Background: an optimization exercise with open tools, aiming at small area, a short achievable clock period and few clock cycles per item. Do not read the settings as production practice.
Function was checked by simulation only, so behaviour that the tests miss may differ from the original.
Power and IR drop assume default switching activity.

`flow/run.sh`:
```
#!/bin/bash
# synth_recipe.tcl (not shown) runs the flow's synth.tcl, then flattens the netlist and writes it again
# the make line also repeats each setting of config.mk as NAME=value (left out here)
make -C /OpenROAD-flow-scripts/flow DESIGN_CONFIG=/design/flow/config.mk WORK_HOME=/design/flow/orfs CLKGATE_MAP_FILE= SYNTH_SCRIPT=/design/flow/synth_recipe.tcl finish
```
`flow/config.mk`:
```
export PLATFORM = sky130hd
export DESIGN_NAME = cvt_top
export DESIGN_NICKNAME = cvt_top
export VERILOG_FILES = /design/flow/design.v
export SDC_FILE = /design/flow/constraint.sdc
export NUM_CORES = 4
export LEC_CHECK = 0
export CAP_MARGIN = 20
export CORE_MARGIN = 2
export CORE_UTILIZATION = 40
export SLEW_MARGIN = 20
```
`flow/constraint.sdc`:
```
create_clock -name core_clock -period 6.0 [get_ports {clk}]
set_input_delay 1.2000 -clock core_clock [delete_from_list [all_inputs] [get_ports {clk}]]
set_output_delay 1.2000 -clock core_clock [all_outputs]
set_load 0.01 [all_outputs]
```
`flow/design.v`:
```
`timescale 1ns/1ps
package cvt_types_pkg;
	typedef enum logic [2:0] {
		IDLE,
		CFG_READ,      
		STORE,         
		SORT,          
		OUTPUT,        
		CLEAR_CNT      
	} cvt_state_e;
	typedef enum logic [31:0] {
		MODE_CHANNEL_MAJOR = 32'd1,    
		MODE_ROW_MAJOR     = 32'd2     
	} cvt_mode_e;
endpackage
`timescale 1ns/1ps
package cvt_cfg_pkg;
	typedef logic [31:0] cfg_field_t;
	typedef struct packed {
		logic [31:0] mode;          
		cfg_field_t ch_step;         
		cfg_field_t chpart_step;     
		cfg_field_t ch_part_num;     
	} cvt_cfg_t;
endpackage
`timescale 1ns/1ps
module cvt_top (
	input  logic                      clk,
	input  logic                      reset,
	input  logic [64-1:0] din_data,
	input  logic                      din_empty_n,
	output logic                      din_read,
	input  logic                      dout_full_n,
	output logic [64-1:0] dout_data,
	output logic                      dout_last,
	output logic                      dout_write
);
	localparam int W = 64;
	localparam int N = 32;    
	typedef struct packed {
		logic       cm;     
		logic [3:0] cs;     
		logic [3:0] ps;     
		logic       p2;     
	} cfg_t;
	logic [W-1:0] din_q;        
	logic         tk_q;         
	logic         tk_c0_q;      
	logic         tk_c1_q;      
	logic         tk_last_q;    
	logic [5:0]   nxt;          
	logic [4:0]   ph;           
	logic [4:0]   base;         
	logic         a_busy;       
	logic         a_full;       
	logic         load;         
	logic         take;
	logic [5:0]   n_nxt;
	logic [4:0]   base_n;
	logic         rd_d;
	logic [4:0]   slot_want;    
	logic [4:0]   slot_head;    
	logic [5:0]   n_word;
	logic [W-1:0] ring [N];
	cfg_t         cfg_in;
	cfg_t         cfg_a;
	cfg_t         cfg_b;
	assign take  = din_read & din_empty_n;
	assign n_nxt = take ? ((nxt == 6'd33) ? 6'd0 : nxt + 6'd1) : nxt;
	assign base_n = (take & (nxt == 6'd2)) ? ph + 5'd1 : base;
	assign n_word    = n_nxt - 6'd2;
	assign slot_want = base_n + n_word[4:0];
	assign slot_head = ph + 5'd2;
	always_comb begin
		if (n_nxt < 6'd2) begin
			rd_d = 1'b1;                                     
		end else if (n_nxt == 6'd2) begin
			rd_d = ~a_busy | load;                           
		end else begin
			rd_d = (slot_head == slot_want);    
		end
	end
	always_ff @(posedge clk) begin
		din_q <= din_data;
	end
	always_ff @(posedge clk or posedge reset) begin
		if (reset) begin
			din_read  <= 1'b0;
			tk_q      <= 1'b0;
			tk_c0_q   <= 1'b0;
			tk_c1_q   <= 1'b0;
			tk_last_q <= 1'b0;
			nxt       <= '0;
			ph        <= '0;
			base      <= '0;
			a_busy    <= 1'b0;
			a_full    <= 1'b0;
		end else begin
			din_read  <= rd_d;
			tk_q      <= take & (nxt >= 6'd2);
			tk_c0_q   <= take & (nxt == 6'd0);
			tk_c1_q   <= take & (nxt == 6'd1);
			tk_last_q <= take & (nxt == 6'd33);
			nxt       <= n_nxt;
			ph        <= ph + 5'd1;
			base      <= base_n;
			if (load) begin
				a_busy <= 1'b0;
				a_full <= 1'b0;
			end else begin
				if (take & (nxt == 6'd2)) a_busy <= 1'b1;
				if (tk_last_q) a_full <= 1'b1;
			end
		end
	end
	always_ff @(posedge clk or posedge reset) begin
		if (reset) begin
			cfg_in <= '0;
			cfg_a  <= '0;
			cfg_b  <= '0;
		end else begin
			if (tk_c0_q) begin
				cfg_in.cm <= (din_q[W-1 -: 32] == 32'd1);
				cfg_in.cs <= din_q[3:0];
			end
			if (tk_c1_q) begin
				cfg_in.ps <= din_q[35:32];
				cfg_in.p2 <= (din_q[31:0] == 32'd2);
			end
			if (tk_last_q) cfg_a <= cfg_in;
			if (load)      cfg_b <= cfg_a;
		end
	end
	always_ff @(posedge clk) begin
		ring[0] <= tk_q ? din_q : ring[N-1];
		for (int p = 1; p < N; p++) begin
			ring[p] <= ring[p-1];
		end
	end
	logic [W-1:0] bmem [N];
	logic         b_full;
	logic         iss_done;
	logic [4:0]   e;
	logic         out_rdy;
	logic         s_adv;
	logic         issue;
	logic         s_vld;
	logic         s_last;
	logic         s_rm;
	logic         s_bank;
	logic [2:0]   s_b;
	logic [3:0]   s_row;
	logic [3:0]   s_addr [8];
	logic         part;
	logic         bank;
	logic [2:0]   bsel;
	logic         col;
	logic [3:0]   addr_n [8];
	logic [3:0]   kcs [8];
	assign load = a_full & (ph == base) & ~b_full;
	always_ff @(posedge clk) begin
		if (load) begin
			for (int j = 0; j < N; j++) begin
				bmem[j] <= ring[N-1-j];
			end
		end
	end
	assign out_rdy = ~dout_write | dout_full_n;
	assign s_adv   = ~s_vld | out_rdy;
	assign issue   = b_full & ~iss_done & s_adv;
	always_comb begin
		if (cfg_b.p2) begin
			part = e[0];
			bank = e[1];
			bsel = e[4:2];
			col  = 1'b0;
		end else begin
			part = 1'b0;
			bank = e[0];
			bsel = e[3:1];
			col  = e[4];
		end
		for (int k = 0; k < 8; k++) begin
			kcs[k]    = 4'(k * cfg_b.cs);
			addr_n[k] = kcs[k] + (part ? cfg_b.ps : 4'd0) + {3'd0, col};
		end
	end
	always_ff @(posedge clk or posedge reset) begin
		if (reset) begin
			b_full   <= 1'b0;
			iss_done <= 1'b0;
			e        <= '0;
			s_vld    <= 1'b0;
			s_last   <= 1'b0;
		end else begin
			if (load) begin
				b_full   <= 1'b1;
				iss_done <= 1'b0;
				e        <= '0;
			end else begin
				if (issue) begin
					e <= e + 5'd1;
					if (e == 5'd31) iss_done <= 1'b1;
				end
				if (s_vld & s_last & out_rdy) b_full <= 1'b0;
			end
			if (s_adv) begin
				s_vld  <= issue;
				s_last <= (e == 5'd31);
			end
		end
	end
	always_ff @(posedge clk) begin
		if (issue) begin
			s_rm   <= ~cfg_b.cm;
			s_bank <= cfg_b.cm ? bank : e[4];
			s_b    <= bsel;
			s_row  <= e[3:0];
			for (int k = 0; k < 8; k++) s_addr[k] <= addr_n[k];
		end
	end
	logic [W-1:0] wsel [16];    
	logic [7:0]   colb [16];    
	logic [W-1:0] g_cm;
	logic [W-1:0] g_rm;
	always_comb begin
		for (int a = 0; a < 16; a++) begin
			wsel[a] = s_bank ? bmem[16 + a] : bmem[a];
			colb[a] = wsel[a][W-1 - 8*s_b -: 8];
		end
		for (int k = 0; k < 8; k++) begin
			g_cm[W-1 - 8*k -: 8] = colb[s_addr[k]];
		end
		g_rm = wsel[s_row];
	end
	always_ff @(posedge clk or posedge reset) begin
		if (reset) begin
			dout_write <= 1'b0;
			dout_last  <= 1'b0;
		end else if (out_rdy) begin
			dout_write <= s_vld;
			dout_last  <= s_last;
		end
	end
	always_ff @(posedge clk) begin
		if (out_rdy & s_vld) begin
			dout_data <= s_rm ? g_rm : g_cm;
		end
	end
endmodule
```
==> impl_metrics.json <==
{
  "p_sw_share_pct": 21.6,
  "ir_drop_v": 0.000321,
  "synth_edf_count": 2145,
  "fin_total_pwr_w": 0.0649,
  "post-route-util_pct": 47.6,
  "routed_via_density": 6.42,
  "setup_ws_ns": 0.478,
  "ant_nets": 0,
  "synthArstFlopShare_pct": 1.48,
  "power.switching_w": 0.0140,
  "clock_skew_ns": 0.117,
  "r2r_end": "dout_data[26]",
  "cts_max_level": 5,
  "num_rows": 228,
  "grt_pass1_wl_um": 1040000,
  "drt-wirelength-per-cell_um": 47.3,
  "hp-start": "ring[18][63]",
  "areaGrowthSynthToFinish_pct": 18.4,
  "drive_above_1_share_pct": 19.5,
  "internal_power_w": 0.0509,
  "clkPwrFrac_pct": 42.5,
  "clock_sinks": 4321,
  "path_class": "reg -> reg",
  "seqPwrFrac_pct": 56.3,
  "cts-root-buf": "clkbuf_16",
  "synth_top_area_share_pct": 41.6,
  "post_cts_buffers": 0,
  "overflow": 0,
  "cts_buffers": 415,
  "yosys_warnings": 8,
  "synth-main-ff-cell": "edfxtp_1",
  "setup_violations": 0,
  "cts_tree": "yes",
  "whs_path_depth": 0,
  "rsz0062_at_grt": "false",
  "finalCritPeriodShare_pct": 92.0,
  "die-area_um2": 392000,
  "die_h_um": 626,
  "grtUsageTotal_pct": 40.2,
  "final_common_cell": "edfxtp_1",
  "max_slew_margin_pct": 7.30,
  "nets": 11525,
  "required_ns": 6.76,
  "synth_seq_area_share_pct": 69.9,
  "place_area_um2": 169000,
  "min_path_type": "reg -> reg",
  "place_ws_ns": 0.725,
  "postCtsHoldBufs": 0,
  "drv_cap": 0,
  "route.detailed.drc": 0,
  "synth_fp_nets": 10673,
  "drtPass1Iterations": 11,
  "layout_min_cycle_time_ns": 5.52,
  "hold_end": "ring[19][63]",
  "die_w_um": 626,
  "r2r_start": "s_b[0]",
  "holdWs_ns": 0.274,
  "post_cts_resized": 0,
  "hold_violations": 0,
  "p_leak_nw": 61.2,
  "hpwl_um": 606000,
  "netlist_instances": 10559,
  "routabilityCongestion": 1.15,
  "fmax_mhz": 181,
  "core_area_um2": 386000,
  "endpoint_kind": "flop",
  "vias": 109315,
  "fin_area_um2": 184000,
  "drt_wl_total_um": 806000,
  "reg2reg_slack_ns": 0.48,
  "syn_avg_cell_area_um2": 14.7,
  "arrival_ns": 6.29,
  "ctsLongestPathBuffers": 4,
  "start_util_pct": 40.2,
  "power_density_nw_per_um2": 354,
  "worst-path-max-fanout": 28,
  "tightest_slew_ns": 1.38,
  "yosys-top-cells-area": "edfxtp_1, dfxtp_1, mux2i_1",
  "netlist_area_um2": 155000,
  "synthDistinctLibCells": 93,
  "rr_worst_depth": 12,
  "first_global_vias": 104907,
  "clk_latency_ns": 1.06,
  "finalMaxSlewViolations": 0,
  "clk_pin_slew_ns": 0.07,
  "dr.first_iter.drc_count": 17700,
  "port_buffers": 134,
  "final_cell_mix": "edfxtp_1, dfxtp_1, mux2i_1",
  "synth_seq_cells": 4321,
  "outcome": "complete, no violations",
  "cp-start-kind": "flop",
  "io_pins": 135,
  "synth_top_cell_by_area": "edfxtp_1",
  "grt_max_degree": 189,
  "antenna_found_initial": 146,
  "combinationalPowerShare_pct": 1.3
}
==> metal layers <==
layer,global-route usage [%],share of wire (%),up-vias
li1,-,-,43080
met1,52.1,39,56316
met2,57.9,42,7740
met3,11.4,10,2125
met4,28.1,8.5,54
met5,0,0.053,-
==> worst max-delay path by stage <==
stage                      start            end  slack, ns  depth (start not counted)
after floorplan            ph[0]       cfg_b[0]      -0.91                          5
after global placement    s_b[0]  dout_data[33]       0.79                         10
after detailed placement  s_bank  dout_data[26]       0.72                         11
after CTS                 s_b[0]  dout_data[26]       0.69                         12
after global routing      s_bank  dout_data[26]       0.46                         11
final                     s_b[0]  dout_data[26]       0.48                         12
==> sequential cells by signal, indices dropped and copies added, names as in the netlist, 3 cells and up <==
name,count
dout_data,64
nxt,6
ring,2048
ph,5
base,5
s_b,3
s_addr,24
bmem,2048
cfg_in,10
e,5
cfg_a,10
din_q,64
cfg_b,10
s_row,4
==> cell type report <==
class,count,area (um^2)
fill,33518,202000
clock inverter,208,2730
multi-input combinational,5569,44400
antenna,73,183
sequential,4321,108000
tap,5175,6470
timing repair buffer,1050,9340
clock buffer,578,11900
inverter,54,204
==> power by group through the flow <==
stage	clock network (W)	logic, W	registers, W
after global routing	0.0290	0.000890	0.0368
after global placement	0	0.000836	0.0369
after CTS	0.0279	0.000819	0.0365
after detailed placement	0	0.000811	0.0370
final	0.0276	0.000818	0.0365
after floorplan	0	0.000548	0.0362
==> cell families after synthesis <==
family	count (synthesis)	share of synthesized area (%)
buffers and inverters	669	2.13
DFF	4321	69.9
AOI/OAI and AO/OA	2178	9.65
muxes	1513	11.9
xor gates and xnor gates	55	0.311
adders and majority gates	46	0.425
and+or+nand+nor	1777	5.64
==> through the flow <==
step | cells | TNS (ns)
2_1_floorplan | 10559 | -1298.75
3_3_place_gp | 16163 | 0
3_5_place_dp | 16167 | 0
4_1_cts | 16953 | 0
5_1_grt | 16982 | 0
6_report | 17028 | 0
==> cells in the mapped netlist, drive strengths merged (35+ instances only) <==
| cell | number |
|---|---|
| a2111oi | 38 |
| mux2 | 201 |
| nor4 | 160 |
| a221oi | 83 |
| nand3 | 190 |
| nor2b | 38 |
| a22oi | 133 |
| a211oi | 58 |
| mux4 | 235 |
| xnor2 | 37 |
| a31oi | 72 |
| buf | 264 |
| o22ai | 793 |
| clkbuf | 351 |
| o221ai | 71 |
| dfxtp | 2112 |
| nand2b | 97 |
| ha | 35 |
| dfrtp | 64 |
| o32ai | 54 |
| edfxtp | 2145 |
| a21oi | 225 |
| nand2 | 477 |
| nand4 | 59 |
| a22o | 52 |
| mux2i | 1077 |
| nor3 | 133 |
| nor2 | 433 |
| inv | 50 |
| o21ai | 272 |
==> worst max-delay path, stage by stage (launching register included) <==
cell       delay [ns]
edfxtp_1         0.42
clkinv_2         0.14
ha_4             0.71
nand2b_1         0.64
nor2_4           0.18
buf_4            0.33
a41oi_1          0.68
o221ai_1         0.31
buf_4            0.23
a2111oi_0        0.62
and4_1           0.39
nand4_1          0.26
a32o_1           0.28
Testbench counts, summed over its fixed seeds: cycles 3,560, frames 96.

afterwards: timing with drivers on the ports:
The flow's constraints put no driver on any port. The routed layout listed below was extracted and timed again, unchanged, in two steps. Step 1 (the two cells are an assumption about what drives the block):
set clk [get_ports {clk}]
set_driving_cell -lib_cell sky130_fd_sc_hd__clkbuf_16 $clk
set_driving_cell -lib_cell sky130_fd_sc_hd__buf_2 [delete_from_list [all_inputs] $clk]
Step 2 also shifts input and output timing later by t, the mid clock arrival at the registers, as if the neighbouring blocks saw the same clock. Three values: ideal ports, drivers, drivers and shift; two values: the first two.
t (ns): 1.119
setup WS [ns]: 0.478 / 0.478 / 0.478
worst setup path after step 2: register to register
clock arrival spread, ns: 0.121 / 0.122
worst data-port slew with drivers (ns): 0.17
After both steps this run still meets setup and hold. For this run, drivers alone change the setup slack by 0.000 ns; drivers and shift together by 0.000 ns.
